This is an optimization exercise on Yosys and OpenROAD, whose aim is small area and a short achievable clock period, not a production implementation.
In this exercise RTL edits were held to simulation tests only and were not proved equivalent to the original.
In every run shown here, the design's own scripts or RTL, not TritonCTS, make the clock network.
No driver is modelled on the clock port, so clock power and skew are understated where the tree is cut down; a real chip needs a root buffer or a tree.
No activity file was given, so power comes from the tool's default toggle rates.

[flow/design.v]
package spu_pkg;
    typedef enum logic [2:0] {
        FMT_RR  = 3'd0,
        FMT_RI7 = 3'd2
    } fmt_e;
    localparam logic [1:0] SH_SHL_OP   = 2'b11;
    localparam logic [1:0] SH_ROT_OP   = 2'b00;
    localparam logic [1:0] SH_ROTM_OP  = 2'b01;
    localparam logic [1:0] SH_ROTMA_OP = 2'b10;
endpackage
module sf2_shifter #(
    parameter int LO = 0,
    parameter int HI = 3
) (
    input  logic [15:0] x,
    input  logic [3:0]  amt,
    output logic [15:0] y
);
    logic [15:0] lv [LO:HI+1];
    assign lv[LO] = x;
    for (genvar l = LO; l <= HI; l++) begin : g_l
        assign lv[l+1] = amt[l] ? {lv[l][15-(1<<l):0], lv[l][15:16-(1<<l)]} : lv[l];
    end
    assign y = lv[HI+1];
endmodule
module sf2_rot2 #(
    parameter int LO = 0,
    parameter int HI = 3
) (
    input  logic [15:0] x,
    input  logic [3:0]  amt,
    input  logic [3:0]  amtn,
    output logic [15:0] y
);
    logic [15:0] lv [LO:HI+1];
    assign lv[LO] = x;
    for (genvar l = LO; l <= HI; l++) begin : g_l
        assign lv[l+1] = ({16{amt[l]}} & {lv[l][15-(1<<l):0], lv[l][15:16-(1<<l)]})
                       | ({16{amtn[l]}} & lv[l]);
    end
    assign y = lv[HI+1];
endmodule
module simple_fixed_2
(
    input  logic         clk,
    input  logic         reset,
    input  logic [0:10]  op,
    input  logic [2:0]   format,
    input  logic [6:0]   rt_addr,
    input  logic [0:127] ra,
    input  logic [0:127] rb,
    input  logic [0:17]  imm,
    input  logic         reg_write,
    output logic [0:127] rt_wb,
    output logic [6:0]   rt_addr_wb,
    output logic         reg_write_wb
);
    localparam int S0 = 1;   
    logic ok0, ri_fmt, ri0, wide0;
    assign ri_fmt = op[5] ? (format == spu_pkg::FMT_RI7) : (format == spu_pkg::FMT_RR);
    assign ok0   = (op[0:4] == 5'b00001) && op[6] && op[7] && ri_fmt;
    assign ri0   = op[5];
    assign wide0 = !op[8];
    logic [5:0]  s_cl [4];
    logic [4:0]  s_cu [4];
    logic [15:0] s_hu [4];
    logic [15:0] s_hl [4];
    logic [1:0]  s_sg [4];
    for (genvar j = 0; j < 4; j++) begin : g_s
        logic [31:0] x, b;
        assign x = ra[32*j +: 32];
        assign b = rb[32*j +: 32];
        assign s_cl[j] = ri0 ? imm[12:17] : b[5:0];
        assign s_cu[j] = ri0 ? imm[13:17] : (wide0 ? b[4:0] : b[20:16]);
        assign s_sg[j] = {x[31], wide0 ? x[31] : x[15]};
        sf2_shifter #(.LO(0), .HI(S0-1)) u_u (.x(x[31:16]), .amt(s_cu[j][3:0]), .y(s_hu[j]));
        sf2_shifter #(.LO(0), .HI(S0-1)) u_l (.x(x[15:0]),  .amt(s_cl[j][3:0]), .y(s_hl[j]));
    end
    logic         r1_ok, r1_we;
    logic [6:0]   r1_addr;
    logic         r1_wide;
    logic [1:0]   r1_kind;
    logic [15:0]  r1_hu [4];
    logic [15:0]  r1_hl [4];
    logic [5:0]   r1_cl [4];
    logic [4:0]   r1_cu [4];
    logic [1:0]   r1_sg [4];
    logic [3:0]   r1_cun [4];   
    logic [3:0]   r1_cln [4];
    always_ff @(posedge clk or negedge reset) begin
        if (!reset) begin
            r1_ok   <= 1'b0;
            r1_we   <= 1'b0;
            r1_addr <= '0;
        end else begin
            r1_ok   <= ok0;
            r1_we   <= reg_write;
            r1_addr <= rt_addr;
        end
    end
    always_ff @(posedge clk) begin
        r1_wide <= wide0;
        r1_kind <= op[9:10];
        for (int j = 0; j < 4; j++) begin
            r1_hu[j] <= s_hu[j];
            r1_hl[j] <= s_hl[j];
            r1_cl[j] <= s_cl[j];
            r1_cu[j] <= s_cu[j];
            r1_sg[j] <= s_sg[j];
            r1_cun[j] <= ~s_cu[j][3:0];
            r1_cln[j] <= ~s_cl[j][3:0];
        end
    end
    logic [0:127] a_rt;
    logic         shl, rot, arith;
    assign shl   = r1_kind == spu_pkg::SH_SHL_OP;
    assign rot   = r1_kind == spu_pkg::SH_ROT_OP;
    assign arith = r1_kind == spu_pkg::SH_ROTMA_OP;
    function automatic logic [15:0] therm(input logic [3:0] c);
        logic [15:0] t;
        t = 16'hFFFF;
        for (int l = 0; l < 4; l++)
            for (int k = 0; k < 16; k++)
                if (((k >> l) & 1) == 1)
                    t[k] = t[k] | !c[l];
                else
                    t[k] = t[k] & !c[l];
        therm = t;
    endfunction
    for (genvar j = 0; j < 4; j++) begin : g_a
        logic [15:0] hu, hl, ou, ol, gu, gl, t;
        logic [4:0]  cu, cl;
        logic        c5, zu, zl, zw, fu, fl;
        logic        au, bu, ccu, al, bl, ccl;
        sf2_rot2 #(.LO(S0), .HI(3)) u_u (.x(r1_hu[j]), .amt(r1_cu[j][3:0]), .amtn(r1_cun[j]), .y(hu));
        sf2_rot2 #(.LO(S0), .HI(3)) u_l (.x(r1_hl[j]), .amt(r1_cl[j][3:0]), .amtn(r1_cln[j]), .y(hl));
        assign cu = r1_cu[j];
        assign cl = r1_cl[j][4:0];
        assign c5 = r1_cl[j][5];
        assign zu = cu == 5'd0;
        assign zl = cl == 5'd0;
        assign zw = zl && !c5;
        assign fu = r1_ok && arith && r1_sg[j][1];
        assign fl = r1_ok && arith && r1_sg[j][0];
        always_comb begin
            if (rot) begin
                au = 1'b1; bu = 1'b0; ccu = 1'b0;
                al = 1'b1; bl = 1'b0; ccl = 1'b0;
            end else if (r1_wide) begin
                au  = shl ? !c5 && !cl[4] : zw;
                bu  = shl && !c5 && cl[4];
                ccu = !shl && c5 && cl[4];
                al  = shl ? 1'b0 : zw || (c5 && cl[4]);
                bl  = shl && !c5 && !cl[4];
                ccl = !shl && c5;
            end else begin
                au  = !shl && zu;
                bu  = shl && !cu[4];
                ccu = !shl && cu[4];
                al  = !shl && zl;
                bl  = shl && !cl[4];
                ccl = !shl && cl[4];
            end
            au = au && r1_ok; bu = bu && r1_ok; ccu = ccu && r1_ok;
            al = al && r1_ok; bl = bl && r1_ok; ccl = ccl && r1_ok;
        end
        assign gu = therm(cu[3:0]);
        assign gl = therm(cl[3:0]);
        assign t  = r1_wide ? gl ^ {16{cl[4]}} : 16'hFFFF;
        for (genvar k = 0; k < 16; k++) begin : g_k
            logic ku, kl;
            assign ku = au || (gu[k] ? bu : ccu);
            assign kl = al || (gl[k] ? bl : ccl);
            assign ou[k] = ku ? (t[k] ? hu[k] : hl[k]) : fu;
            assign ol[k] = kl ? (t[k] ? hl[k] : hu[k]) : fl;
        end
        assign a_rt[32*j +: 32] = {ou, ol};
    end
    logic [0:127] r2_rt, r3_rt;
    logic [6:0]   r2_addr, r3_addr;
    logic         r2_we, r3_we;
    always_ff @(posedge clk or negedge reset) begin
        if (!reset) begin
            r2_rt   <= '0;
            r2_addr <= '0;
            r2_we   <= 1'b0;
            r3_rt   <= '0;
            r3_addr <= '0;
            r3_we   <= 1'b0;
        end else begin
            r2_rt   <= a_rt;
            r2_addr <= r1_addr;
            r2_we   <= r1_ok & r1_we;
            r3_rt   <= r2_rt;
            r3_addr <= r2_addr;
            r3_we   <= r2_we;
        end
    end
    assign rt_wb        = r3_rt;
    assign rt_addr_wb   = r3_addr;
    assign reg_write_wb = r3_we;
endmodule
[flow/flow/run.sh]
#!/bin/bash
# The standard ORFS layout with three changes:
#  - synthesis maps the logic with the ABC script flow/abc.script: the
#    standard synthesis script with only the ABC script replaced;
#  - plain buf_1 cells as the port buffers;
#  - a two-level clock tree built by flow/mycts.tcl in place of the flow's
#    clock tree synthesis.
set -euo pipefail
W=$PWD
sed 's#^source $::env(SCRIPTS_DIR)/synth_preamble.tcl#&\nlset abc_args 1 '"$W"'/flow/abc.script#' \
  "$FLOW_HOME/scripts/synth.tcl" > "$W/synth_abc.tcl"
sed 's#source $::env(SCRIPTS_DIR)/synth.tcl#source '"$W"'/synth_abc.tcl#' \
  "$W/synth_recipe.tcl" > "$W/synth_top.tcl"
grep -q "abc.script" "$W/synth_abc.tcl"
grep -q "synth_abc.tcl" "$W/synth_top.tcl"
bash standard.sh "SYNTH_SCRIPT=$W/synth_top.tcl" \
  "BUFFER_PORTS_ARGS=-buffer_cell sky130_fd_sc_hd__buf_1" \
  "PRE_CTS_TCL=$W/flow/mycts.tcl" finish > standard.log 2>&1
[flow/flow/abc.script]
strash
dch -f
amap
topo
stime -c
[flow/flow/mycts.tcl]
# Two-level clock tree. The flip-flops are split by position into 2 x 2
# quadrants of equal count, and each quadrant into cols x rows groups of
# equal count. The clock port drives one clkbuf_16 per quadrant, at the
# middle of its flip-flops; each of these drives one clkbuf_16 per group,
# at the middle of the group's flip-flops, which drives the group's clock pins.
proc my_split {items idx parts} {
  set s [lsort -integer -index $idx $items]
  set n [llength $s]
  set out {}
  for {set i 0} {$i < $parts} {incr i} {
    lappend out [lrange $s [expr {$i * $n / $parts}] [expr {($i + 1) * $n / $parts - 1}]]
  }
  return $out
}

proc my_middle {items} {
  set sx 0; set sy 0
  foreach s $items { incr sx [lindex $s 1]; incr sy [lindex $s 2] }
  set n [llength $items]
  return [list [expr {$sx / $n}] [expr {$sy / $n}]]
}

proc my_buffer {name xy innet} {
  set block [ord::get_db_block]
  set b [odb::dbInst_create $block [[ord::get_db] findMaster sky130_fd_sc_hd__clkbuf_16] $name]
  $b setLocation [lindex $xy 0] [lindex $xy 1]
  $b setPlacementStatus PLACED
  set net [odb::dbNet_create $block net_$name]
  $net setSigType CLOCK
  [$b findITerm A] connect $innet
  [$b findITerm X] connect $net
  return $net
}

proc my_two_level_cts {cols rows} {
  set block [ord::get_db_block]
  set clk [$block findNet clk]
  set sinks {}
  foreach it [$clk getITerms] {
    set b [[$it getInst] getBBox]
    lappend sinks [list $it [expr {([$b xMin] + [$b xMax]) / 2}] [expr {([$b yMin] + [$b yMax]) / 2}]]
  }
  foreach s $sinks { [lindex $s 0] disconnect }
  puts "mycts: [llength $sinks] sinks, 4 quadrants of $cols x $rows groups"
  set q 0
  foreach half [my_split $sinks 1 2] {
    foreach quad [my_split $half 2 2] {
      set qnet [my_buffer clkbuf_q$q [my_middle $quad] $clk]
      set g 0
      foreach col [my_split $quad 1 $cols] {
        foreach grp [my_split $col 2 $rows] {
          set lnet [my_buffer clkbuf_q${q}_$g [my_middle $grp] $qnet]
          foreach s $grp { [lindex $s 0] connect $lnet }
          incr g
        }
      }
      incr q
    }
  }
}

my_two_level_cts 2 3
# the tree is built; make the flow's own clock tree step a no-op
rename clock_tree_synthesis orfs_clock_tree_synthesis
proc clock_tree_synthesis {args} { puts "clock tree built by flow/mycts.tcl" }
[flow/standard.sh]
#!/bin/bash
# synth_recipe.tcl (not shown) runs the flow's synth.tcl, then flattens the netlist and writes it again
# the make line also repeats each setting of config.mk as NAME=value (left out here)
make -C /OpenROAD-flow-scripts/flow DESIGN_CONFIG=/design/flow/config.mk WORK_HOME=/design/flow/orfs CLKGATE_MAP_FILE= SYNTH_SCRIPT=/design/flow/synth_recipe.tcl "${@:-finish}"
[flow/config.mk]
export PLATFORM = sky130hd
export DESIGN_NAME = simple_fixed_2
export DESIGN_NICKNAME = simple_fixed_2
export VERILOG_FILES = /design/flow/design.v
export SDC_FILE = /design/flow/constraint.sdc
export NUM_CORES = 4
export LEC_CHECK = 0
export CAP_MARGIN = 20
export CORE_MARGIN = 2
export CORE_UTILIZATION = 60
export SETUP_SLACK_MARGIN = 3.8
export SLEW_MARGIN = 20
[flow/constraint.sdc]
create_clock -name core_clock -period 6.0 [get_ports {clk}]
set_input_delay 1.2000 -clock core_clock [delete_from_list [all_inputs] [get_ports {clk}]]
set_output_delay 1.2000 -clock core_clock [all_outputs]
set_load 0.01 [all_outputs]
==> summary.txt, run 1 <==
Power
  • Flop pwr share: 49.9%
  • Psw: about 0.0022 W
  • Comb pwr share: between 20% and 30%
  • Switch share: ~30%
  • Pint: 0.00495 W
  • Worst IR Drop VDD: between 0.2 and 0.25 mV
  • Pleak: 11.4 nW
  • Final Power: about 0.007 W
  • Pwr dens: 245 nW/um^2
  • Clock power share: 25.7%

Global route
  • Pin count of the biggest net entering global routing: 150
  • M3 GR Usage: 6.67%
  • GRT overflow: 0
  • Global Route met2 Usage: 60.2%
  • Overall routing resource usage: 37.2%
  • GRT met1 Usage: approximately half
  • First-pass GRT wire length: 113 mm
  • Vias in the first global route: 20,200
  • Layer with the highest usage: met2
  • Initial antenna violation count: 2

Setup path
  • Startpoint types: flop
  • Worst stage delay on the critical path: around 0.6 ns
  • Buf/Inv on CP: 1
  • Crit Path Class: reg2reg
  • CP Depth: 4
  • Critical Path Source: r1_ok
  • CP endpoint kind: flop
  • Worst Path Arrival: 2.59 ns
  • Start of the worst register-to-register path: r1_ok
  • RR Endpoint: r2_rt[64]
  • CP Max Fanout: 16
  • Required time worst endpoint: 6.21 ns
  • Setup slack, reg-to-reg: around 3.6 ns
  • CP top delay family: simple AND/OR/NAND/NOR gates
  • Worst path slowest cell: nor2_2
  • Worst path cell trace: clkinv_8 -> nor2_2 -> nand3_2 -> o32ai_1
  • Reg2Reg Depth: 4
  • CP endpoint: r2_rt[64]

STA
  • Pins Over Slew Limit: 0
  • Total Neg Setup Slack: 0 ns
  • Final Critical Period: 2.38 ns
  • RSZ-0062 raised after global routing: yes
  • Fin. Hold Viols: 0
  • Clock skew: 0.0216 ns
  • Slew margin rel.: 41.9%
  • Worst-Margin Slew: 0.872 ns
  • Period utilization: 39.6%
  • Final setup fails: 0
  • Max Fclk: 0.421 GHz

Route
  • Drt wl/cell: 24.7 um
  • Detailed Routing Iterations Pass 1: 7
  • Routed vias/inst: 7.01
  • Routed via count: between 20,000 and 25,000
  • Residual DRC: 0
  • Antenna viol nets, final: 0
  • Routed wire length: 79.3 mm
  • Drt initial violations: 2,683

Floorplanning
  • Ports: 434
  • FP Rows: 70
  • Starting Density: about three fifths
  • Die Span Y: 196 um
  • Die Footprint: 38,400 um^2
  • Die width: 196 um
  • Core outline area: 36,400 um^2

Logic synthesis
  • Synth top area share: about a third
  • Yosys warns: 27
  • Synth top area cells: dfrtp_1, o22a_1, dfxtp_1, clkinv_1, o221ai_1
  • Syn Area/Cell: 10.1 um^2
  • Post-synthesis xor/xnor area fraction: 0%
  • Synthesized netlist cell count: 2,193
  • Count leader, synth: o22a_1
  • Largest family of logic cells by synthesized area: compound AO/OA/AOI/OAI gates
  • Post-synth EDFFs: 0
  • Multiplexer share of the synthesized area: 0%
  • Synth Area in Simple Gates: 5.37%
  • Synth Area in Adders: 0%
  • Post-synthesis cell area: between 20,000 and 25,000 um^2
  • Sequential fraction of the synthesis area: between 50% and 60%
  • Synth Flop Type: dfrtp_1
  • Netlist cell types: 32
  • FFs w/ async S/R, synth: 57.6%
  • Compound-Gate Fraction of Synth Area: 37.9%
  • Synth Register Bits: 488
  • Post-synth top cells: o22a_1, clkinv_1, dfrtp_1, dfxtp_1, nor2_1
  • Syn Nets: 2,491
  • Synth area leader: dfrtp_1

Clocking
  • Worst-Skew Late Latency: 0.36 ns
  • Clk slew on worst S/H paths: 0.10 ns

Finish
  • Area Growth Syn to Fin: 32.2%
  • Nets: 3,042
  • Fraction of layout cells with a size suffix above 1: 22.4%

Hold path
  • Worst Hold Class: reg2reg
  • Hold path start: r2_rt[13]

Run status
  • Status: finished clean

Place
  • Number of port buffers: ~340
  • Post-DP HPWL: 48.7 mm
  • RD Place Congestion: between 0.9 and 1

Flow run
  • Max-cap violation count: 0
==> worst min path at each step <==
stage	end	cells after the start
6_report	r3_rt[13]	0
5_1_grt	r3_rt[13]	0
4_1_cts	r2_addr[1]	0
3_5_place_dp	r2_addr[1]	0
3_3_place_gp	r3_rt[102]	0
2_1_floorplan	r2_addr[0]	0
==> power by group through the flow <==
stage	Clock, W	Combinational (W)	Sequential [W]
finish	0.00184	0.00175	0.00357
CTS	0.00143	0.00159	0.00363
global route	0.00195	0.00185	0.00359
global placement	0	0.00137	0.00363
detailed placement	0	0.00140	0.00363
floorplan	0	0.00101	0.00358
==> metrics by stage <==
step | utilization (%) | hold WS [ns] | setup WS, ns | cell area [um^2] | cells
floorplan | - | 0.331 | 3.63 | 22500 | 2193
global placement | 67.0 | 0.331 | 2.46 | 24400 | 3002
detailed placement | 67.0 | 0.335 | 2.38 | 24400 | 3003
CTS | 75.8 | 0.335 | 3.54 | 27600 | 3147
global route | 80.3 | 0.351 | 3.52 | 29300 | 3211
finish | 80.3 | 0.348 | 3.62 | 29300 | 3213
==> cell families (layout without fill, tap and decap cells) <==
| logic type | count (synthesis) | in the layout |
|---|---|---|
| other | 0 | 3 |
| AND/OR/NAND/NOR | 279 | 283 |
| buffers and inverters | 370 | 913 |
| flip-flops | 488 | 488 |
| AO/OA/AOI/OAI | 1056 | 1058 |
==> state kept, by name (all words and copies together), names as in the netlist <==
| register | flops |
|---|---|
| r1_cln | 12 |
| r1_hl | 64 |
| r2_rt | 128 |
| r1_cu | 20 |
| r3_addr | 7 |
| r2_addr | 7 |
| r3_rt | 128 |
| r1_we | 1 |
| r1_ok | 1 |
| r1_addr | 7 |
| r2_we | 1 |
| r3_we | 1 |
| r1_hu | 64 |
| r1_cl | 24 |
| r1_kind | 2 |
| r1_wide | 1 |
| r1_cun | 12 |
| r1_sg | 8 |
==> cells in the final DEF, fill, tap and decap left out, types with 36 or more instances in the layout <==
| cell | n |
|---|---|
| buf_1 | 334 |
| clkinv_1 | 275 |
| nand2_1 | 47 |
| o22ai_2 | 37 |
| o22ai_1 | 71 |
| o221ai_2 | 36 |
| dfrtp_1 | 280 |
| o221ai_1 | 68 |
| nor2_1 | 101 |
| dfxtp_1 | 177 |
| buf_4 | 104 |
| o22a_1 | 512 |
| a22oi_1 | 134 |
==> per-layer routing <==
metal / part of all wire, % / vias up
met5: 0 / -
met4: 6.8 / 0
met3: 10 / 424
met2: 46 / 1523
met1: 37 / 10800
li1: - / 9734
==> final cells by class <==
cell class | instances | area (um^2)
multi-input combinational | 1341 | 11900
sequential | 488 | 11300
fill | 2203 | 7160
timing repair buffer | 499 | 2980
inverter | 370 | 1730
buffer | 28 | 701
tap | 468 | 586
timing repair inverter | 16 | 133
antenna | 3 | 7.51
==> repair_timing <==
action                                  CTS  global route
endpoints found under the setup margin  324           127
hold buffers                              0             0
resized for setup                       334           253
hold endpoints to repair                  0             0
pin swaps                                50            50
setup buffers                            99            58
gates cloned                             17             5
==> worst reg2reg max path: stages (launching register included) <==
cell      delay [ns]
dfrtp_2         0.45
clkinv_8        0.08
nor2_2          0.60
nand3_2         0.53
o32ai_1         0.58
==> run 2, diff against run 1 <==
==> flow/flow/abc.script (replaced) <==
&get -n
&st
&dch
&nf -R 1000
&put
topo
stime -c
buffer -c
upsize -c
dnsize -c
==> run 2 against run 1 <==
Sequential share of layout area up 2.6 points. Die area up 3.6%. Utilization down 7.8 points. Synthesized area up 3.7%. Total power down 3.2%. Clock power about the same. Cell count down 3.9%. Setup slack better by 0.13 ns. Register-to-register slack better by 0.13 ns. Sequential cell count unchanged. Routed wire length down 13%. Critical endpoint is now r2_rt[46].
==> summary.txt, run 2 <==
Place
  • Post-Place Cells: 2,959 (-1.5%)
  • Post-DP HPWL: 47.0 mm (-3.6%)
  • RD Place Congestion: 0.920 (-1.0%)
  • DP Area: 24,600 um^2 (+0.84%)
  • Number of port buffers: 337 (unchanged)

Route
  • Routed wire length: 68.8 mm (-13%)
  • Detailed Routing Iterations Pass 1: 6 (-1)
  • Residual DRC: 0 (unchanged)
  • Antenna viol nets, final: 0 (unchanged)
  • Routed vias/inst: 6.35 (-9.4%)
  • Drt wl/cell: 22.3 um (-9.7%)
  • Routed via count: 19,600 (-13%)
  • Drt initial violations: 1,778 (-34%)

Global route
  • GRT overflow: 0 (unchanged)
  • Initial antenna violation count: 5 (+3)
  • First-pass GRT wire length: 101 mm (-11%)
  • Overall routing resource usage: 32.7% (-4.5 points)
  • Pin count of the biggest net entering global routing: 80 (-47%)
  • Vias in the first global route: 17,700 (-12%)

Setup path
  • Required time worst endpoint: 6.24 ns (+0.03 ns)
  • Worst path cell trace: or2_4 -> or3_4 -> buf_4 -> a211oi_2 -> a21oi_2 -> a21oi_4 -> buf_12 -> nor2_1 -> mux2i_1
  • Worst stage delay on the critical path: 0.38 ns (-0.22 ns)
  • Startpoint types: flop
  • CP Max Fanout: 16 (unchanged)
  • CP endpoint kind: flop
  • Worst Path Arrival: 2.48 ns (-0.11 ns)
  • Crit Path Class: reg2reg
  • Buf/Inv on CP: 2 (+1)
  • CP top delay family: simple AND/OR/NAND/NOR gates
  • Worst path slowest cell: dfxtp_4

Logic synthesis
  • Syn Area/Cell: 10.1 um^2 (about the same)
  • Synth top area cells: dfrtp_1, dfxtp_1, mux2i_1, mux2_2, a22o_1
  • Synth Flop Type: dfrtp_1
  • Post-synth EDFFs: 0 (unchanged)
  • Post-synth top cells: dfrtp_1, dfxtp_1, nor2_1, mux2i_1, a22o_1
  • Netlist cell types: 55 (+72%)
  • Synth top area share: 30.6% (-1.1 points)
  • Yosys warns: 27 (unchanged)
  • FFs w/ async S/R, synth: 57.6% (unchanged)
  • Synth area leader: dfrtp_1
  • Syn Nets: 2,571 (+3.2%)
  • Count leader, synth: dfrtp_1
  • Sequential fraction of the synthesis area: 48.7% (-1.8 points)
  • Post-synthesis cell area: 22,900 um^2 (+3.7%)
  • Synthesized netlist cell count: 2,273 (+3.6%)
  • Synth Register Bits: 488 (unchanged)

Power
  • Worst IR Drop VDD: 0.247 mV (+19%)
  • Pleak: 12.5 nW (+9.5%)
  • Pwr dens: 254 nW/um^2 (+3.7%)

Floorplanning
  • Starting Density: 60.9% (+0.16 points)
  • Die Footprint: 39,800 um^2 (+3.6%)
  • Die width: 200 um (+1.8%)
  • Ports: 434 (unchanged)
  • Core outline area: 37,700 um^2 (+3.4%)
  • FP Rows: 71 (+1.4%)
  • Die Span Y: 200 um (+1.8%)

Flow run
  • Max-cap violation count: 0 (unchanged)

Clocking
  • Clk slew on worst S/H paths: 0.08 ns (-0.02 ns)
  • Hold-fix buffers at CTS: 0 (unchanged)
  • Worst-Skew Late Latency: 0.35 ns (about the same)

STA
  • Period utilization: 37.4% (-2.2 points)
  • Total Neg Setup Slack: 0 ns (unchanged)
  • Slew margin rel.: 53.7% (+12 points)
  • Pins Over Slew Limit: 0 (unchanged)
  • Max Fclk: 0.445 GHz (+5.8%)
  • RSZ-0062 raised after global routing: yes
  • Worst-Margin Slew: 0.693 ns (-0.179 ns)
  • Clock skew: 0.0195 ns (-0.00213 ns)
  • Final Critical Period: 2.25 ns (-0.131 ns)
  • Final setup fails: 0 (unchanged)
  • Fin. Hold Viols: 0 (unchanged)

Run status
  • Status: finished clean

Finish
  • Fin cells: 3,088 (-3.9%)
  • Nets: 2,872 (-5.6%)
  • Design area: 27,300 um^2 (-6.6%)
  • Area Growth Syn to Fin: 19.2%
  • Fraction of layout cells with a size suffix above 1: 17.6% (-4.9 points)
  • Top flop regs: r2_rt (128), r3_rt (128)
  • Most common cell after layout, fill and taps aside: buf_1
  • Commonest non-fill, non-tap cells in the layout: buf_1, dfrtp_1, dfxtp_1, nor2_1, mux2i_1

Hold path
  • Worst Hold Class: reg2reg
## run 2: cell types whose count changed in the layout (fill, tap and decap cells not counted), sizes merged, moves of 78 or more
cell / before / now
clkinv: 335 / 3
o22a: 512 / 0
a211oi: 11 / 89
o221ai: 139 / 3
a21oi: 44 / 144
mux2: 0 / 147
a22o: 0 / 149
mux2i: 0 / 166
## run 2: logic make-up (layout without fill, tap and decap cells)
| group | count (synthesis) | in the layout | synth area share [%] |
|---|---|---|---|
| DFF | 488 | 488 | 48.7 |
| muxes | 313 | 313 | 14.5 |
| other | 0 | 5 | 0 |
| buffers and inverters | 244 | 536 | 4.19 |
| xor gates and xnor gates | 32 | 32 | 1.22 |
| AOI/OAI and AO/OA | 786 | 791 | 23.6 |
| and+or+nand+nor | 410 | 412 | 7.84 |
## run 2: per-layer routing
| metal | routed length, um | global-route usage (%) | vias to the layer above |
|---|---|---|---|
| li1 | - | - | 8993 |
| met1 | 27400 | 43.5 | 9528 |
| met2 | 33100 | 54.9 | 921 |
| met3 | 5290 | 4.19 | 163 |
| met4 | 3020 | 12.2 | 0 |
| met5 | 0 | 0 | - |
## run 2: power by group
part / total, W / internal [W] / leakage (nW) / switching [W]
combinational: 0.00151 / 0.000660 / 6.49 / 0.000851
sequential: 0.00361 / 0.00342 / 5.62 / 0.000192
clock: 0.00181 / 0.000837 / 0.345 / 0.000970
total: 0.00693 / 0.00492 / 12.4 / 0.00201
## run 2: cell type report
class	instances	area, um^2
Buffer	28	701
Tap cell	511	639
Multi-Input combinational cell	1548	12000
Fill cell	2752	10300
Timing Repair inverter	1	5.00
Timing Repair Buffer	443	2510
Inverter	64	268
Antenna cell	5	12.5
Sequential cell	488	11200
## run 2: repair_timing
action | in CTS | in global routing
resized for setup | 155 | 108
setup endpoints to repair | 552 | 106
setup buffers | 54 | 27
pin swaps | 23 | 11
gates cloned | 12 | 3
## run 2: metrics by stage
stage               hold slack, ns  util (%)  setup WS (ns)  power, W
floorplan                    0.331         -           3.65   0.00461
global placement             0.332      65.4           2.53   0.00497
detailed placement           0.335      65.4           2.48   0.00500
CTS                          0.335      70.7           3.54   0.00655
global route                 0.355      72.6           3.70   0.00720
finish                       0.348      72.6           3.75   0.00693
## run 2: final timing paths
path | from | end | slack, ns | cells after the start
worst max-delay path | r1_cl[1][2] | r2_rt[46] | 3.75 | 9
worst min-delay path | r2_rt[89] | r3_rt[89] | 0.35 | 0
worst max register to register | r1_cl[1][2] | r2_rt[46] | 3.75 | 9
worst min register to register | r2_rt[89] | r3_rt[89] | 0.35 | 0
max in group asynchronous | reset | r3_addr[0] | 4.29 | 2
min in group asynchronous | reset | r3_rt[64] | 0.83 | 1
## run 2: worst register-to-register path: stages (launching register included)
cell and delay (ns):
dfxtp_4 0.38, or2_4 0.24, or3_4 0.37, buf_4 0.16, a211oi_2 0.25, a21oi_2 0.11, a21oi_4 0.15, buf_12 0.16
nor2_1 0.08, mux2i_1 0.24
==> run 3, diff against run 2 <==
--- a/flow/design.v
+++ b/flow/design.v
@@ -61,7 +61,7 @@
     assign ok0   = (op[0:4] == 5'b00001) && op[6] && op[7] && ri_fmt;
     assign ri0   = op[5];
     assign wide0 = !op[8];
-    logic [5:0]  s_cl [4];
+    logic [4:0]  s_cl [4];
     logic [4:0]  s_cu [4];
     logic [15:0] s_hu [4];
     logic [15:0] s_hl [4];
@@ -70,8 +70,9 @@
         logic [31:0] x, b;
         assign x = ra[32*j +: 32];
         assign b = rb[32*j +: 32];
-        assign s_cl[j] = ri0 ? imm[12:17] : b[5:0];
-        assign s_cu[j] = ri0 ? imm[13:17] : (wide0 ? b[4:0] : b[20:16]);
+        assign s_cl[j] = ri0 ? imm[13:17] : b[4:0];
+        assign s_cu[j] = ri0 ? (wide0 ? {imm[12], imm[14:17]} : imm[13:17])
+                             : (wide0 ? {b[5], b[3:0]} : b[20:16]);
         assign s_sg[j] = {x[31], wide0 ? x[31] : x[15]};
         sf2_shifter #(.LO(0), .HI(S0-1)) u_u (.x(x[31:16]), .amt(s_cu[j][3:0]), .y(s_hu[j]));
         sf2_shifter #(.LO(0), .HI(S0-1)) u_l (.x(x[15:0]),  .amt(s_cl[j][3:0]), .y(s_hl[j]));
@@ -82,7 +83,7 @@
     logic [1:0]   r1_kind;
     logic [15:0]  r1_hu [4];
     logic [15:0]  r1_hl [4];
-    logic [5:0]   r1_cl [4];
+    logic [4:0]   r1_cl [4];
     logic [4:0]   r1_cu [4];
     logic [1:0]   r1_sg [4];
     logic [3:0]   r1_cun [4];   
@@ -135,13 +136,13 @@
         sf2_rot2 #(.LO(S0), .HI(3)) u_u (.x(r1_hu[j]), .amt(r1_cu[j][3:0]), .amtn(r1_cun[j]), .y(hu));
         sf2_rot2 #(.LO(S0), .HI(3)) u_l (.x(r1_hl[j]), .amt(r1_cl[j][3:0]), .amtn(r1_cln[j]), .y(hl));
         assign cu = r1_cu[j];
-        assign cl = r1_cl[j][4:0];
-        assign c5 = r1_cl[j][5];
+        assign cl = r1_cl[j];
+        assign c5 = r1_cu[j][4];   
         assign zu = cu == 5'd0;
         assign zl = cl == 5'd0;
         assign zw = zl && !c5;
-        assign fu = r1_ok && arith && r1_sg[j][1];
-        assign fl = r1_ok && arith && r1_sg[j][0];
+        assign fu = arith && r1_sg[j][1];
+        assign fl = arith && r1_sg[j][0];
         always_comb begin
             if (rot) begin
                 au = 1'b1; bu = 1'b0; ccu = 1'b0;
@@ -161,8 +162,6 @@
                 bl  = shl && !cl[4];
                 ccl = !shl && cl[4];
             end
-            au = au && r1_ok; bu = bu && r1_ok; ccu = ccu && r1_ok;
-            al = al && r1_ok; bl = bl && r1_ok; ccl = ccl && r1_ok;
         end
         assign gu = therm(cu[3:0]);
         assign gl = therm(cl[3:0]);
@@ -176,22 +175,24 @@
         end
         assign a_rt[32*j +: 32] = {ou, ol};
     end
-    logic [0:127] r2_rt, r3_rt;
+    logic [0:127] r2_rtn, r3_rt;
     logic [6:0]   r2_addr, r3_addr;
-    logic         r2_we, r3_we;
+    logic         r2_kill, r2_we, r3_we;
+    always_ff @(posedge clk)
+        r2_rtn <= ~a_rt;
     always_ff @(posedge clk or negedge reset) begin
         if (!reset) begin
-            r2_rt   <= '0;
+            r2_kill <= 1'b1;
             r2_addr <= '0;
             r2_we   <= 1'b0;
             r3_rt   <= '0;
             r3_addr <= '0;
             r3_we   <= 1'b0;
         end else begin
-            r2_rt   <= a_rt;
+            r2_kill <= !r1_ok;
             r2_addr <= r1_addr;
             r2_we   <= r1_ok & r1_we;
-            r3_rt   <= r2_rt;
+            r3_rt   <= ~(r2_rtn | {128{r2_kill}});
             r3_addr <= r2_addr;
             r3_we   <= r2_we;
         end
==> flow/flow/run.sh (replaced) <==
#!/bin/bash
# Standard ORFS layout with plain buf_1 port buffers and a two-level clock
# tree built by flow/mycts.tcl in place of the flow's clock tree synthesis.
set -euo pipefail
bash standard.sh "BUFFER_PORTS_ARGS=-buffer_cell sky130_fd_sc_hd__buf_1" "PRE_CTS_TCL=$PWD/flow/mycts.tcl" finish > standard.log 2>&1
removed: flow/flow/abc.script
==> run 3 against run 2 <==
Hold slack better by 0.0038 ns. Cell area is 1.0% lower. Clock skew is 0.0078 ns higher. Sequential cell count is 3 lower. Utilization is 2.4 points lower. Routed wire length is 0.97% higher. Synthesized area is 1.8% higher. Critical path depth is 3 lower. Total power is 7.2% higher. Sequential share of layout area is 2.2 points lower. Via count is 6.0% higher.
==> summary.txt, run 3 <==
Run status
  • Status: finished clean

Floorplanning
  • Die Span Y: 201 um (+0.89%)
  • Starting Density: 60.6% (-0.32 points)
  • Die width: 201 um (+0.89%)
  • Die Footprint: 40,500 um^2 (+1.8%)
  • Core outline area: 38,600 um^2 (+2.4%)
  • Ports: 434 (unchanged)
  • FP Rows: 72 (+1.4%)

Clocking
  • Clk slew on worst S/H paths: 0.08 ns (about the same)
  • Worst-Skew Late Latency: 0.36 ns (about the same)

Route
  • Antenna viol nets, final: 0 (unchanged)
  • Residual DRC: 0 (unchanged)
  • Drt initial violations: 1,863 (+4.8%)
  • Routed via count: 20,800 (+6.0%)
  • Routed vias/inst: 6.16 (-3.0%)
  • Detailed Routing Iterations Pass 1: 7 (+1)
  • Drt wl/cell: 20.6 um (-7.6%)
  • Routed wire length: 69.5 mm (+0.97%)

Finish
  • Area Growth Syn to Fin: 15.8%
  • Util after Layout: 70.2% (-2.4 points)
  • Fraction of layout cells with a size suffix above 1: 12.3% (-5.3 points)
  • Most common cell after layout, fill and taps aside: nand2_1
  • Nets: 3,155 (+9.9%)
  • Top flop regs: r2_rtn (128), r3_rt (128)
  • Fill count: 3,063 (+11%)
  • Commonest non-fill, non-tap cells in the layout: nand2_1, buf_1, dfxtp_1, mux2i_1, nor2_1

Setup path
  • Required time worst endpoint: 6.23 ns (about the same)
  • Worst stage delay on the critical path: 0.56 ns (+0.18 ns)
  • Worst path cell trace: buf_6 -> or4_4 -> a211oi_4 -> nor3_4 -> o211ai_1 -> mux2i_1
  • Start of the worst register-to-register path: r1_cl[0][2]
  • Startpoint types: flop
  • Reg2Reg Depth: 6 (-3)
  • Setup slack, reg-to-reg: 3.79 ns (+0.04 ns)
  • Worst Path Arrival: 2.44 ns (-0.04 ns)
  • Buf/Inv on CP: 1 (-1)
  • RR Endpoint: r2_rtn[7]
  • CP top delay family: simple AND/OR/NAND/NOR gates
  • Crit Path Class: reg2reg
  • Worst path slowest cell: or4_4
  • CP endpoint kind: flop
  • CP Max Fanout: 14 (-2)

Power
  • Pleak: 11.6 nW (-6.9%)
  • Comb pwr share: 25.2% (+3.4 points)
  • Switch share: 30.9% (+1.9 points)
  • Worst IR Drop VDD: 0.246 mV (-0.55%)
  • Pint: 0.00513 W (+4.4%)
  • Pwr dens: 274 nW/um^2 (+8.2%)
  • Psw: 0.00229 W (+14%)
  • Clock power share: 24.2% (-1.9 points)
  • Flop pwr share: 50.6% (-1.5 points)

STA
  • Clock skew: 0.0272 ns (+0.00775 ns)
  • Final setup fails: 0 (unchanged)
  • Fin. Hold Viols: 0 (unchanged)
  • Total Neg Setup Slack: 0 ns (unchanged)
  • Worst-Margin Slew: 0.776 ns (+0.0833 ns)
  • Slew margin rel.: 47.6% (-6.1 points)
  • Max Fclk: 0.453 GHz (+1.8%)
  • Pins Over Slew Limit: 0 (unchanged)
  • Period utilization: 36.8% (-0.65 points)
  • Final Critical Period: 2.21 ns (-0.0393 ns)
  • RSZ-0062 raised after global routing: yes
  • Final hold slack: 0.352 ns (+0.00383 ns)

Logic synthesis
  • Synth Register Bits: 485 (-0.61%)
  • Post-synth top cells: nand2_1, dfxtp_1, mux2i_1, nor2_1, o22ai_1
  • Post-synth EDFFs: 0 (unchanged)
  • Synth area leader: dfxtp_1
  • Yosys warns: 27 (unchanged)
  • Synth Flop Type: dfxtp_1
  • Synth top area cells: dfxtp_1, dfrtp_1, mux2i_1, o22ai_1, nand2_1
  • Netlist cell types: 54 (-1.8%)
  • Post-synthesis cell area: 23,400 um^2 (+1.8%)
  • Syn Nets: 2,875 (+12%)
  • Synth top area share: 28.4% (-2.3 points)
  • Syn Area/Cell: 9.07 um^2 (-10%)
  • Sequential fraction of the synthesis area: 44.9% (-3.8 points)
  • Synthesized netlist cell count: 2,577 (+13%)
  • Count leader, synth: nand2_1
  • FFs w/ async S/R, synth: 31.8% (-26 points)

Flow run
  • Max-cap violation count: 0 (unchanged)

Global route
  • Initial antenna violation count: 5 (unchanged)
  • Vias in the first global route: 19,200 (+8.4%)
  • Overall routing resource usage: 32.5% (-0.23 points)
  • First-pass GRT wire length: 105 mm (+4.7%)
  • GRT overflow: 0 (unchanged)
  • Pin count of the biggest net entering global routing: 102 (+28%)

Hold path
  • Worst Hold Depth: 0 (unchanged)
  • WHS Endpoint: r2_addr[5]
  • Hold path start: r1_addr[5]
  • Worst Hold Class: reg2reg

Place
  • RD Place Congestion: 0.921 (about the same)
  • Number of port buffers: 337 (unchanged)
  • Post-DP HPWL: 48.8 mm (+4.0%)
run 3: cell count changes in the layout (fill, tap and decap cells not counted), sizes merged, moves of 16 or more:
cell / previous run / this run
a211oi: 89 / 9
o22ai: 126 / 259
a21oi: 144 / 23
nor2: 184 / 285
o211ai: 1 / 92
mux2i: 166 / 292
dfrtp: 281 / 153
dfxtp: 207 / 331
nand2: 112 / 418
a21boi: 16 / 0
mux2: 147 / 72
xnor2: 19 / 39
a22o: 149 / 0
nor2b: 26 / 2
run 3: timing repair:
item | CTS | global route
pin swaps | 28 | 8
gates resized for setup | 143 | 39
cloned | 12 | 0
buffers inserted | 63 | 18
hold buffers | 0 | 0
setup endpoints to repair | 426 | 123
run 3: how the worst max path moves through the flow:
stage                 from  slack [ns]  cells after the start           end
6_report       r1_cl[0][2]        3.79                      6     r2_rtn[7]
2_1_floorplan        op[5]        3.57                      5  r1_hl[2][10]
5_1_grt        r1_cl[3][2]        3.77                      5   r2_rtn[120]
3_3_place_gp         op[8]        2.62                      7   r1_hu[1][7]
3_5_place_dp         op[5]        2.55                      7   r1_hu[2][1]
4_1_cts              op[5]        3.52                      9   r1_hu[2][1]
run 3: layout make-up:
class	count	area [um^2]	area share, %
repair buffers	443	2530	9.35
plain buffers	28	701	2.59
flip-flops and latches	485	10500	38.9
multi-input cells	1847	12400	45.9
inverters	50	205	0.758
well taps	518	648	2.39
diodes	2	5.00	0.0185
repair inverters	2	15.0	0.0555
run 3: per-stage QoR:
step	worst slack [ns]	power, W	cell area (um^2)	cells
global route	3.77	0.00774	27100	3373
global placement	2.62	0.00544	24700	3251
CTS	3.52	0.00705	26800	3355
detailed placement	2.55	0.00548	24800	3252
floorplan	3.57	0.00503	23700	2577
finish	3.79	0.00743	27100	3375
run 3: power by group through the flow:
stage / combinational (W) / clock [W] / sequential (W)
finish: 0.00187 / 0.00180 / 0.00376
global placement: 0.00163 / 0 / 0.00381
global route: 0.00202 / 0.00194 / 0.00379
detailed placement: 0.00167 / 0 / 0.00382
floorplan: 0.00134 / 0 / 0.00368
CTS: 0.00181 / 0.00143 / 0.00382
run 3: worst reg2reg max path, delay by kind of cell, from the launching register on:
kind            cells  cell delay [ns]
flops               1             0.33
buf+inv             1             0.15
compound gates      2             0.56
simple gates        2             0.69
mux                 1             0.36
run 3: cell families after synthesis:
family / share of synthesized area (%)
AOI/OAI and AO/OA: 18.6
xor gates and xnor gates: 1.68
buffers and inverters: 4.55
DFF: 44.9
muxes: 16.0
and+or+nand+nor: 14.3
run 3: layer usage:
layer  wire [um]  track usage [%]
met5          41                0
met4        3050             12.1
met3        5420             5.59
met2       32600             54.5
met1       28300             42.3
==> run 4, diff against run 3 <==
--- a/flow/flow/mycts.tcl
+++ b/flow/flow/mycts.tcl
@@ -59,7 +59,7 @@
   }
 }
 
-my_two_level_cts 2 3
+my_two_level_cts 3 3
 # the tree is built; make the flow's own clock tree step a no-op
 rename clock_tree_synthesis orfs_clock_tree_synthesis
 proc clock_tree_synthesis {args} { puts "clock tree built by flow/mycts.tcl" }
==> run 4 against run 3 <==
Sequential share of layout area fell by 0.22 points. Combinational power is essentially flat. Fmax increased by 1.7%. Still clean on timing, DRC and antenna. Critical path depth is 5 lower.
==> summary.txt, run 4 <==
Logic synthesis
  • FFs w/ async S/R, synth: 31.8% (unchanged)
  • Synth top area share: 28.4% (unchanged)
  • Count leader, synth: nand2_1
  • Post-synthesis cell area: 23,400 um^2 (unchanged)
  • Synth top area cells: dfxtp_1, dfrtp_1, mux2i_1, o22ai_1, nand2_1
  • Post-synth top cells: nand2_1, dfxtp_1, mux2i_1, nor2_1, o22ai_1
  • Synth Flop Type: dfxtp_1
  • Synth Register Bits: 485 (unchanged)
  • Synthesized netlist cell count: 2,577 (unchanged)
  • Syn Area/Cell: 9.07 um^2 (unchanged)
  • Netlist cell types: 54 (unchanged)
  • Syn Nets: 2,875 (unchanged)
  • Post-synth EDFFs: 0 (unchanged)
  • Sequential fraction of the synthesis area: 44.9% (unchanged)
  • Yosys warns: 27 (unchanged)
  • Synth area leader: dfxtp_1

Setup path
  • Worst path slowest cell: dfrtp_1
  • Worst stage delay on the critical path: 0.42 ns (-0.14 ns)
  • RR Endpoint: r2_rtn[6]
  • Startpoint types: flop
  • Worst Path Arrival: 0.97 ns (-1.47 ns)
  • Worst path cell trace: buf_1
  • CP endpoint: rt_wb[126]
  • CP Depth: 1 (-5)
  • Reg2Reg Depth: 6 (unchanged)
  • Start of the worst register-to-register path: r1_cl[0][3]
  • Required time worst endpoint: 4.80 ns (-1.43 ns)
  • Crit Path Class: reg2out
  • CP top delay family: flip-flops
  • Critical Path Source: r3_rt[126]
  • Setup slack, reg-to-reg: 3.84 ns (+0.05 ns)
  • Buf/Inv on CP: 1 (unchanged)
  • CP endpoint kind: output port
  • CP Max Fanout: 1 (-13)

Global route
  • Initial antenna violation count: 5 (unchanged)
  • Overall routing resource usage: 33.0% (+0.46 points)
  • Pin count of the biggest net entering global routing: 102 (unchanged)
  • First-pass GRT wire length: 107 mm (+1.5%)
  • Vias in the first global route: 19,600 (+1.8%)
  • GRT overflow: 0 (unchanged)

Finish
  • Multi-input logic area: 12,400 um^2 (-0.25%)
  • Nets: 3,154 (-0.032%)
  • Util after Layout: 70.6% (+0.42 points)
  • Design area: 27,200 um^2 (+0.60%)
  • Most common cell after layout, fill and taps aside: nand2_1
  • Fill count: 3,091 (+0.91%)
  • Top flop regs: r2_rtn (128), r3_rt (128)
  • Fraction of layout cells with a size suffix above 1: 11.9% (-0.35 points)
  • Fin cells: 3,374 (-0.030%)
  • Seq. cell area: 10,500 um^2 (about the same)
  • Area Growth Syn to Fin: 16.5%
  • Commonest non-fill, non-tap cells in the layout: nand2_1, buf_1, dfxtp_1, mux2i_1, nor2_1

STA
  • Pins Over Slew Limit: 0 (unchanged)
  • Clock skew: 0.0211 ns (-0.00610 ns)
  • Fin. Hold Viols: 0 (unchanged)
  • RSZ-0062 raised after global routing: yes
  • Period utilization: 36.2% (-0.60 points)
  • Slew margin rel.: 50.3% (+2.7 points)
  • Max Fclk: 0.461 GHz (+1.7%)
  • Final setup fails: 0 (unchanged)
  • Total Neg Setup Slack: 0 ns (unchanged)
  • Final Critical Period: 2.17 ns (-0.0361 ns)
  • Worst-Margin Slew: 0.736 ns (-0.0404 ns)

Route
  • Drt wl/cell: 20.8 um (+0.96%)
  • Detailed Routing Iterations Pass 1: 5 (-2)
  • Routed vias/inst: 6.19 (+0.63%)
  • Antenna viol nets, final: 0 (unchanged)
  • Routed via count: 20,900 (+0.60%)
  • Routed wire length: 70.1 mm (+0.93%)
  • Drt initial violations: 1,821 (-2.3%)
  • Residual DRC: 0 (unchanged)

Run status
  • Status: finished clean

Floorplanning
  • Die width: 201 um (unchanged)
  • Die Span Y: 201 um (unchanged)
  • FP Rows: 72 (unchanged)
  • Die Footprint: 40,500 um^2 (unchanged)
  • Starting Density: 60.6% (unchanged)
  • Ports: 434 (unchanged)
  • Core outline area: 38,600 um^2 (unchanged)

Flow run
  • Max-cap violation count: 0 (unchanged)

Power
  • Pleak: 11.7 nW (+0.74%)
  • Worst IR Drop VDD: 0.214 mV (-13%)
  • Pwr dens: 288 nW/um^2 (+5.1%)
  • Final Power: 0.00785 W (+5.7%)

Hold path
  • Worst Hold Class: reg2reg

Clocking
  • Clk slew on worst S/H paths: 0.06 ns (-0.02 ns)
  • Worst-Skew Late Latency: 0.38 ns (+0.02 ns)

Place
  • DP Area: 24,800 um^2 (unchanged)
  • Post-Place Cells: 3,252 (unchanged)
  • Number of port buffers: 337 (unchanged)
  • RD Place Congestion: 0.921 (unchanged)
  • Post-DP HPWL: 48.8 mm (unchanged)
run 4: cell counts after synthesis:
Identical to the previous run, type by type.
run 4: layout make-up:
cell class | instances | share of cell area [%]
Multi-Input combinational cell | 1847 | 45.5
Sequential cell | 485 | 38.7
Timing Repair Buffer | 430 | 8.90
Buffer | 40 | 3.68
Tap cell | 518 | 2.38
Inverter | 50 | 0.745
Timing Repair inverter | 2 | 0.0551
Antenna cell | 2 | 0.0184
run 4: worst min path at each step:
| stage | endpoint | start | slack [ns] | cells past startpoint |
|---|---|---|---|---|
| 2_1_floorplan | r2_addr[0] | r1_addr[0] | 0.33 | 0 |
| 3_3_place_gp | r2_addr[4] | r1_addr[4] | 0.33 | 0 |
| 3_5_place_dp | r2_addr[5] | r1_addr[5] | 0.34 | 0 |
| 4_1_cts | r2_addr[5] | r1_addr[5] | 0.34 | 0 |
| 5_1_grt | r2_addr[5] | r1_addr[5] | 0.35 | 0 |
| 6_report | r2_addr[5] | r1_addr[5] | 0.34 | 0 |
run 4: where the power goes:
group	switching [W]	total, W	internal (W)
Combinational	0.00110	0.00186	0.000761
Sequential	0.000231	0.00376	0.00353
Clock	0.00105	0.00223	0.00117
Total	0.00239	0.00785	0.00547
run 4: cells by family after synthesis:
family / after synthesis / synth area share (%)
simple gates: 806 / 14.3
compound gates: 632 / 18.6
flops: 485 / 44.9
mux: 364 / 16.0
buf+inv: 246 / 4.55
xor+xnor: 44 / 1.68
run 4: metal layers:
| layer | wire length [um] | global-route usage (%) | vias up | share of wire [%] |
|---|---|---|---|---|
| li1 | - | - | 9745 | - |
| met1 | 28600 | 42.6 | 9990 | 41 |
| met2 | 33000 | 55.2 | 965 | 47 |
| met3 | 5240 | 5.52 | 195 | 7.5 |
| met4 | 3200 | 13.3 | 4 | 4.6 |
| met5 | 27 | 0 | - | 0.039 |
run 4: metrics by stage:
step / setup WS [ns] / hold slack [ns]
6_report: 3.83 / 0.345
3_3_place_gp: 2.62 / 0.332
4_1_cts: 3.51 / 0.336
5_1_grt: 3.77 / 0.354
2_1_floorplan: 3.57 / 0.331
3_5_place_dp: 2.55 / 0.336
run 4: timing repair:
action                     CTS  global route
hold buffers                 0             0
setup buffers               65             4
pin swaps                   27             6
gates cloned                11             0
setup endpoints to repair  426           123
resized for setup          131            37
==> run 5, diff against run 4 <==
--- a/flow/flow/mycts.tcl
+++ b/flow/flow/mycts.tcl
@@ -59,7 +59,7 @@
   }
 }
 
-my_two_level_cts 3 3
+my_two_level_cts 2 3
 # the tree is built; make the flow's own clock tree step a no-op
 rename clock_tree_synthesis orfs_clock_tree_synthesis
 proc clock_tree_synthesis {args} { puts "clock tree built by flow/mycts.tcl" }
--- a/flow/config.mk
+++ b/flow/config.mk
@@ -8,5 +8,5 @@
 export CAP_MARGIN = 20
 export CORE_MARGIN = 2
 export CORE_UTILIZATION = 60
-export SETUP_SLACK_MARGIN = 3.8
+export SETUP_SLACK_MARGIN = 3.9
 export SLEW_MARGIN = 20
==> run 5 against run 4 <==
Die area stayed put. Clock skew shrank 0.0014 ns. Critical path type unchanged. Critical endpoint is now rt_wb[120]. Total power down 3.8%. Fmax rose by 1.6%. Largest cell class unchanged.
==> summary.txt, run 5 <==
Logic synthesis
  • Netlist cell types: 54 (unchanged)
  • Yosys warns: 27 (unchanged)
  • Post-synthesis cell area: 23,400 um^2 (unchanged)
  • Synth Flop Type: dfxtp_1
  • Post-synth EDFFs: 0 (unchanged)
  • Sequential fraction of the synthesis area: 44.9% (unchanged)
  • Count leader, synth: nand2_1
  • Synth Register Bits: 485 (unchanged)
  • Syn Area/Cell: 9.07 um^2 (unchanged)
  • Synth top area cells: dfxtp_1, dfrtp_1, mux2i_1, o22ai_1, nand2_1
  • Post-synth top cells: nand2_1, dfxtp_1, mux2i_1, nor2_1, o22ai_1
  • Synth top area share: 28.4% (unchanged)
  • Synth area leader: dfxtp_1
  • Synthesized netlist cell count: 2,577 (unchanged)
  • Syn Nets: 2,875 (unchanged)
  • FFs w/ async S/R, synth: 31.8% (unchanged)

Setup path
  • Worst path slowest cell: dfrtp_1
  • CP endpoint kind: output port
  • Worst path cell trace: clkbuf_2
  • Worst Path Arrival: 0.94 ns (-0.03 ns)
  • CP top delay family: flip-flops
  • Setup slack, reg-to-reg: 3.90 ns (+0.06 ns)
  • CP Max Fanout: 1 (unchanged)
  • Buf/Inv on CP: 1 (unchanged)
  • Required time worst endpoint: 4.80 ns (about the same)
  • Startpoint types: flop
  • Crit Path Class: reg2out
  • Worst stage delay on the critical path: 0.43 ns (about the same)

Global route
  • Overall routing resource usage: 33.9% (+0.94 points)
  • GRT overflow: 0 (unchanged)
  • Initial antenna violation count: 6 (+1)
  • First-pass GRT wire length: 110 mm (+2.5%)
  • Vias in the first global route: 19,400 (-0.70%)
  • Pin count of the biggest net entering global routing: 97 (-4.9%)

Clocking
  • Worst-Skew Late Latency: 0.36 ns (-0.02 ns)
  • Clk slew on worst S/H paths: 0.08 ns (+0.02 ns)

Floorplanning
  • Core outline area: 38,600 um^2 (unchanged)
  • Die Span Y: 201 um (unchanged)
  • Starting Density: 60.6% (unchanged)
  • Ports: 434 (unchanged)
  • FP Rows: 72 (unchanged)
  • Die Footprint: 40,500 um^2 (unchanged)
  • Die width: 201 um (unchanged)

STA
  • Fin. Hold Viols: 0 (unchanged)
  • Total Neg Setup Slack: 0 ns (unchanged)
  • Slew margin rel.: 58.1% (+7.7 points)
  • Period utilization: 35.6% (-0.59 points)
  • Clock skew: 0.0197 ns (-0.00140 ns)
  • Max Fclk: 0.468 GHz (+1.6%)
  • Final Critical Period: 2.14 ns (-0.0352 ns)
  • Fin worst setup slack: 3.86 ns (+0.0352 ns)
  • RSZ-0062 raised after global routing: yes
  • Pins Over Slew Limit: 0 (unchanged)
  • Worst-Margin Slew: 0.624 ns (-0.111 ns)
  • Final setup fails: 0 (unchanged)

Route
  • Drt initial violations: 1,995 (+9.6%)
  • Residual DRC: 0 (unchanged)
  • Routed vias/inst: 6.28 (+1.3%)
  • Detailed Routing Iterations Pass 1: 6 (+1)
  • Routed via count: 21,300 (+1.7%)
  • Routed wire length: 72.8 mm (+3.8%)
  • Antenna viol nets, final: 0 (unchanged)
  • Drt wl/cell: 21.5 um (+3.4%)

Finish
  • Commonest non-fill, non-tap cells in the layout: nand2_1, buf_1, dfxtp_1, nor2_1, mux2i_1
  • Area Growth Syn to Fin: 18.5%
  • Nets: 3,166 (+0.38%)
  • Util after Layout: 71.8% (+1.2 points)
  • Top flop regs: r2_rtn (128), r3_rt (128)
  • Fraction of layout cells with a size suffix above 1: 15.1% (+3.2 points)
  • Most common cell after layout, fill and taps aside: nand2_1

Run status
  • Status: finished clean

Place
  • Post-DP HPWL: 49.5 mm (+1.3%)
  • Pre-CTS WS: 2.43 ns (-0.120 ns)
  • RD Place Congestion: 0.911 (-1.1%)
  • Number of port buffers: 337 (unchanged)

Power
  • Pwr dens: 273 nW/um^2 (-5.5%)
  • Worst IR Drop VDD: 0.190 mV (-11%)
  • Pleak: 11.9 nW (+1.5%)

Flow run
  • Max-cap violation count: 0 (unchanged)

Hold path
  • Worst Hold Class: reg2reg
[run 5: cell count changes in the layout (fill, tap and decap cells not counted), moves of 9 or more]
| cell | delta |
|---|---|
| buf_1 | -9 |
| buf_6 | +19 |
| clkbuf_16 | -10 |
| dfxtp_1 | -10 |
| mux2_2 | -14 |
| mux2_4 | +14 |
| nand2_1 | -31 |
| nand2_2 | +29 |
| o21ai_0 | -11 |
[run 5: worst paths after layout]
check,cells past startpoint,endpoint,start
worst max-delay path,1,rt_wb[120],r3_rt[120]
worst min-delay path,0,r2_addr[3],r1_addr[3]
worst max register to register,8,r2_rtn[68],r1_cu[2][1]
worst min register to register,0,r2_addr[3],r1_addr[3]
max in group asynchronous,2,r3_rt[66],reset
min in group asynchronous,1,r3_rt[57],reset
[run 5: cell families (layout without fill, tap and decap cells)]
kind of cell	after synthesis	after routing	share of synthesized area, %
mux	364	364	16.0
other cells	0	3	0
flops	485	485	44.9
buf+inv	246	535	4.55
xor+xnor	44	44	1.68
simple gates	806	806	14.3
compound gates	632	632	18.6
[run 5: area by class of cell]
| type | count | area (um^2) |
|---|---|---|
| tap | 518 | 648 |
| inverter | 50 | 203 |
| fill | 2918 | 10900 |
| timing repair inverter | 1 | 7.51 |
| buffer | 28 | 701 |
| timing repair buffer | 456 | 2830 |
| sequential | 485 | 10600 |
| antenna | 3 | 7.51 |
| multi-input combinational | 1846 | 12700 |
[run 5: power breakdown]
| group | internal [W] | switching [W] |
|---|---|---|
| Clock | 0.000837 | 0.000978 |
| Combinational | 0.000817 | 0.00116 |
| Sequential | 0.00353 | 0.000231 |
[run 5: routing by layer]
layer / wire length [um] / share of wire, % / vias up / global-route usage [%]
met5: 22 / 0.030 / - / 0
met4: 2980 / 4.1 / 4 / 12.3
met3: 5740 / 7.9 / 179 / 4.65
met2: 34700 / 48 / 1089 / 56.6
met1: 29300 / 40 / 10200 / 45.1
li1: - / - / 9777 / -
[run 5: repair_timing]
action	4_1_cts	5_1_grt
endpoints found under the hold margin	0	0
buffers inserted	76	17
setup endpoints to repair	424	165
resized for setup	210	90
hold buffers	0	0
pin swaps	52	11
cloned	12	2
[run 5: stage by stage]
step                      std cells  cell area (um^2)  hold slack (ns)  total power (W)
after global placement         3248             24800            0.331          0.00546
after detailed placement       3249             24800            0.339          0.00551
after CTS                      3365             27200            0.339          0.00711
after global routing           3386             27700            0.363          0.00784
after floorplan                2577             23800            0.331          0.00504
final                          3387             27700            0.354          0.00755
==> run 6, diff against run 5 <==
--- a/flow/flow/mycts.tcl
+++ b/flow/flow/mycts.tcl
@@ -1,7 +1,7 @@
 # Two-level clock tree. The flip-flops are split by position into 2 x 2
 # quadrants of equal count, and each quadrant into cols x rows groups of
 # equal count. The clock port drives one clkbuf_16 per quadrant, at the
-# middle of its flip-flops; each of these drives one clkbuf_16 per group,
+# middle of its flip-flops; each of these drives one leaf buffer per group,
 # at the middle of the group's flip-flops, which drives the group's clock pins.
 proc my_split {items idx parts} {
   set s [lsort -integer -index $idx $items]
@@ -20,9 +20,9 @@
   return [list [expr {$sx / $n}] [expr {$sy / $n}]]
 }
 
-proc my_buffer {name xy innet} {
+proc my_buffer {name xy innet {cell sky130_fd_sc_hd__clkbuf_16}} {
   set block [ord::get_db_block]
-  set b [odb::dbInst_create $block [[ord::get_db] findMaster sky130_fd_sc_hd__clkbuf_16] $name]
+  set b [odb::dbInst_create $block [[ord::get_db] findMaster $cell] $name]
   $b setLocation [lindex $xy 0] [lindex $xy 1]
   $b setPlacementStatus PLACED
   set net [odb::dbNet_create $block net_$name]
@@ -32,7 +32,7 @@
   return $net
 }
 
-proc my_two_level_cts {cols rows} {
+proc my_two_level_cts {cols rows {leaf sky130_fd_sc_hd__clkbuf_16}} {
   set block [ord::get_db_block]
   set clk [$block findNet clk]
   set sinks {}
@@ -49,7 +49,7 @@
       set g 0
       foreach col [my_split $quad 1 $cols] {
         foreach grp [my_split $col 2 $rows] {
-          set lnet [my_buffer clkbuf_q${q}_$g [my_middle $grp] $qnet]
+          set lnet [my_buffer clkbuf_q${q}_$g [my_middle $grp] $qnet $leaf]
           foreach s $grp { [lindex $s 0] connect $lnet }
           incr g
         }
@@ -59,7 +59,7 @@
   }
 }
 
-my_two_level_cts 2 3
+my_two_level_cts 3 3 sky130_fd_sc_hd__clkbuf_8
 # the tree is built; make the flow's own clock tree step a no-op
 rename clock_tree_synthesis orfs_clock_tree_synthesis
 proc clock_tree_synthesis {args} { puts "clock tree built by flow/mycts.tcl" }
==> run 6 against run 5 <==
Still clean on timing, DRC and antenna. Clock skew up 0.014 ns. Synthesized area unchanged. Total power is 2.2% lower. Via count grew 0.26%. Cell count rose by 0.89%. Hold slack gained 0.0018 ns. Die area did not move. Global-route usage about the same. Clock power down 9%. Setup slack got worse by 0.040 ns. Critical endpoint is now r2_rtn[74]. Largest cell class unchanged. Highest routed layer unchanged.
==> summary.txt, run 6 <==
Run status
  • Status: finished clean

Power
  • Pwr dens: 267 nW/um^2 (-2.2%)
  • Worst IR Drop VDD: 0.192 mV (+1.0%)
  • Switch share: 32.2% (+0.78 points)
  • Psw: 0.00238 W (+0.23%)
  • Flop pwr share: 50.8% (+1.0 points)
  • Pleak: 11.9 nW (+0.58%)
  • Pint: 0.00501 W (-3.3%)
  • Comb pwr share: 26.9% (+0.7 points)
  • Clock power share: 22.3% (-1.7 points)

Clocking
  • Clk slew on worst S/H paths: 0.08 ns (about the same)
  • Worst-Skew Late Latency: 0.37 ns (about the same)
  • Hold-fix buffers at CTS: 0 (unchanged)

Logic synthesis
  • Count leader, synth: nand2_1
  • FFs w/ async S/R, synth: 31.8% (unchanged)
  • Synth area leader: dfxtp_1
  • Synth top area cells: dfxtp_1, dfrtp_1, mux2i_1, o22ai_1, nand2_1
  • Sequential fraction of the synthesis area: 44.9% (unchanged)
  • Netlist cell types: 54 (unchanged)
  • Post-synth EDFFs: 0 (unchanged)
  • Synthesized netlist cell count: 2,577 (unchanged)
  • Synth Register Bits: 485 (unchanged)
  • Post-synth top cells: nand2_1, dfxtp_1, mux2i_1, nor2_1, o22ai_1
  • Synth top area share: 28.4% (unchanged)
  • Synth Flop Type: dfxtp_1
  • Syn Nets: 2,875 (unchanged)
  • Post-synthesis cell area: 23,400 um^2 (unchanged)
  • Yosys warns: 27 (unchanged)
  • Syn Area/Cell: 9.07 um^2 (unchanged)

Global route
  • Overall routing resource usage: 33.9% (about the same)
  • GRT overflow: 0 (unchanged)
  • Vias in the first global route: 19,500 (+0.31%)
  • Initial antenna violation count: 6 (unchanged)
  • First-pass GRT wire length: 110 mm (+0.10%)
  • Pin count of the biggest net entering global routing: 97 (unchanged)

Finish
  • Top flop regs: r2_rtn (128), r3_rt (128)
  • Commonest non-fill, non-tap cells in the layout: nand2_1, buf_1, dfxtp_1, nor2_1, mux2i_1
  • Design area: 27,700 um^2 (about the same)
  • Nets: 3,196 (+0.95%)
  • Fin cells: 3,417 (+0.89%)
  • Most common cell after layout, fill and taps aside: nand2_1
  • Fill count: 2,919 (+0.034%)
  • Seq. cell area: 10,600 um^2 (about the same)
  • Fraction of layout cells with a size suffix above 1: 16.0% (+0.84 points)
  • Multi-input logic area: 12,700 um^2 (about the same)
  • Area Growth Syn to Fin: 18.5% (about the same)

Place
  • Number of port buffers: 337 (unchanged)
  • RD Place Congestion: 0.911 (unchanged)
  • Post-Place Cells: 3,249 (unchanged)
  • Pre-CTS WS: 2.43 ns (unchanged)
  • Post-DP HPWL: 49.5 mm (unchanged)
  • DP Area: 24,800 um^2 (unchanged)

Setup path
  • CP dominant cell by count: buf_12
  • Buf/Inv on CP: 2 (+1)
  • CP endpoint kind: flop
  • Worst path slowest cell: or4_4
  • Setup slack, reg-to-reg: 3.82 ns (-0.08 ns)
  • CP endpoint: r2_rtn[74]
  • RR Endpoint: r2_rtn[74]
  • Startpoint types: flop
  • Critical Path Source: r1_cu[2][1]
  • Crit Path Class: reg2reg
  • CP Max Fanout: 7 (+6)
  • Worst stage delay on the critical path: 0.54 ns (+0.11 ns)
  • Worst Path Arrival: 2.44 ns (+1.50 ns)
  • CP Depth: 7 (+6)
  • Reg2Reg Depth: 7 (-1)
  • CP top delay family: simple AND/OR/NAND/NOR gates
  • Worst path cell trace: buf_12 -> or4_4 -> a2111oi_4 -> nor3_4 -> buf_12 -> o211ai_1 -> mux2i_1
  • Start of the worst register-to-register path: r1_cu[2][1]
  • Required time worst endpoint: 6.27 ns (+1.47 ns)

STA
  • Final Critical Period: 2.18 ns (+0.0395 ns)
  • Fin worst setup slack: 3.82 ns (-0.0395 ns)
  • Pins Over Slew Limit: 0 (unchanged)
  • Clock skew: 0.0341 ns (+0.0144 ns)
  • Fin. Hold Viols: 0 (unchanged)
  • Slew margin rel.: 55.6% (-2.5 points)
  • Final setup fails: 0 (unchanged)
  • Total Neg Setup Slack: 0 ns (unchanged)
  • Period utilization: 36.3% (+0.66 points)
  • RSZ-0062 raised after global routing: yes
  • Max Fclk: 0.460 GHz (-1.8%)
  • Worst-Margin Slew: 0.666 ns (+0.0420 ns)

Route
  • Routed via count: 21,300 (+0.26%)
  • Residual DRC: 0 (unchanged)
  • Detailed Routing Iterations Pass 1: 7 (+1)
  • Routed vias/inst: 6.24 (-0.62%)
  • Antenna viol nets, final: 0 (unchanged)
  • Routed wire length: 73.1 mm (+0.51%)
  • Drt wl/cell: 21.4 um (-0.37%)
  • Drt initial violations: 2,131 (+6.8%)

Floorplanning
  • Core outline area: 38,600 um^2 (unchanged)
  • Die Span Y: 201 um (unchanged)
  • Die width: 201 um (unchanged)
  • FP Rows: 72 (unchanged)
  • Die Footprint: 40,500 um^2 (unchanged)
  • Ports: 434 (unchanged)
  • Starting Density: 60.6% (unchanged)

Flow run
  • Max-cap violation count: 0 (unchanged)

Hold path
  • Worst Hold Class: reg2reg
## run 6: layout make-up
| class | count | area share (%) |
|---|---|---|
| repair buffers | 472 | 10.5 |
| well taps | 518 | 2.34 |
| diodes | 3 | 0.0271 |
| flip-flops and latches | 485 | 38.2 |
| inverters | 50 | 0.732 |
| repair inverters | 1 | 0.0271 |
| plain buffers | 40 | 2.15 |
| multi-input cells | 1848 | 46.0 |
## run 6: logic make-up after synthesis
group	count (synthesis)	share of synthesized area, %
flip-flops	485	44.9
multiplexers	364	16.0
AO/OA/AOI/OAI	632	18.6
buffers and inverters	246	4.55
AND/OR/NAND/NOR	806	14.3
XOR/XNOR	44	1.68
## run 6: how the worst min path moves through the flow
stage / start / to / slack, ns / cells past startpoint
floorplan: r1_addr[0] / r2_addr[0] / 0.33 / 0
global placement: r2_addr[2] / r3_addr[2] / 0.33 / 0
detailed placement: r2_addr[1] / r3_addr[1] / 0.34 / 0
CTS: r2_addr[1] / r3_addr[1] / 0.34 / 0
global route: r2_addr[3] / r3_addr[3] / 0.37 / 0
finish: r2_addr[6] / r3_addr[6] / 0.36 / 0
## run 6: per-stage QoR
stage / total power (W) / hold slack, ns / util (%)
3_3_place_gp: 0.00546 / 0.331 / 64.3
2_1_floorplan: 0.00504 / 0.331 / -
5_1_grt: 0.00769 / 0.368 / 71.8
6_report: 0.00738 / 0.356 / 71.8
3_5_place_dp: 0.00551 / 0.339 / 64.3
4_1_cts: 0.00691 / 0.339 / 70.1
## run 6: what timing repair did
item,in CTS,in global routing
cloned,14,3
endpoints found under the setup margin,424,156
pin swaps,48,21
buffers inserted,72,36
resized for setup,198,103
## run 6: power groups by stage
stage               sequential [W]  combinational (W)  clock [W]
floorplan                  0.00368            0.00135          0
global placement           0.00381            0.00164          0
detailed placement         0.00382            0.00169          0
CTS                        0.00382            0.00185    0.00123
global route               0.00378            0.00213    0.00178
finish                     0.00375            0.00199    0.00165
## run 6: worst register-to-register path: cells and delay by family (launching register included)
kind,cells,cell delay (ns)
compound gates,2,0.50
buf+inv,2,0.29
flops,1,0.36
mux,1,0.29
simple gates,2,0.64
## run 6: routing by layer
metal	vias to the layer above	global-route usage (%)	part of all wire, %	wire, um
met5	-	0	0.031	23
met1	10200	45.0	40	29600
met3	167	4.96	8.1	5900
met4	4	11.8	3.8	2800
li1	9830	-	-	-
met2	1117	56.8	48	34900

-- separate check: timing with driven ports --
No port has a modelled driver above. Below, the same layouts with a new extraction and two added sets of constraints. Step 1 assumes that a clkbuf_16 drives the clock port and a buf_2 every other input. Step 2, shift: input delay + t, output delay - t, t = (earliest + latest rising clock arrival at the registers) / 2. This alone moves slack from input paths to output paths. Slacks: no drivers / after step 1 / after step 2; pairs: no drivers / after step 1.
| run | t, ns | slack for setup (ns) | latest minus earliest clock arrival (ns) |
|---|---|---|---|
| run 1 | 0.480 | 3.622 / 3.623 / 3.392 | 0.023 / 0.023 |
| run 2 | 0.469 | 3.753 / 3.707 / 3.367 | 0.021 / 0.020 |
| run 3 | 0.474 | 3.793 / 3.705 / 3.372 | 0.030 / 0.030 |
| run 4 | 0.490 | 3.829 / 3.707 / 3.340 | 0.030 / 0.029 |
| run 5 | 0.474 | 3.864 / 3.737 / 3.376 | 0.025 / 0.026 |
| run 6 | 0.480 | 3.824 / 3.708 / 3.368 | 0.035 / 0.034 |
After both steps every run listed still meets setup and hold. For run 4, which loses most, drivers alone change the setup slack by -0.122 ns; drivers and shift together by -0.489 ns.
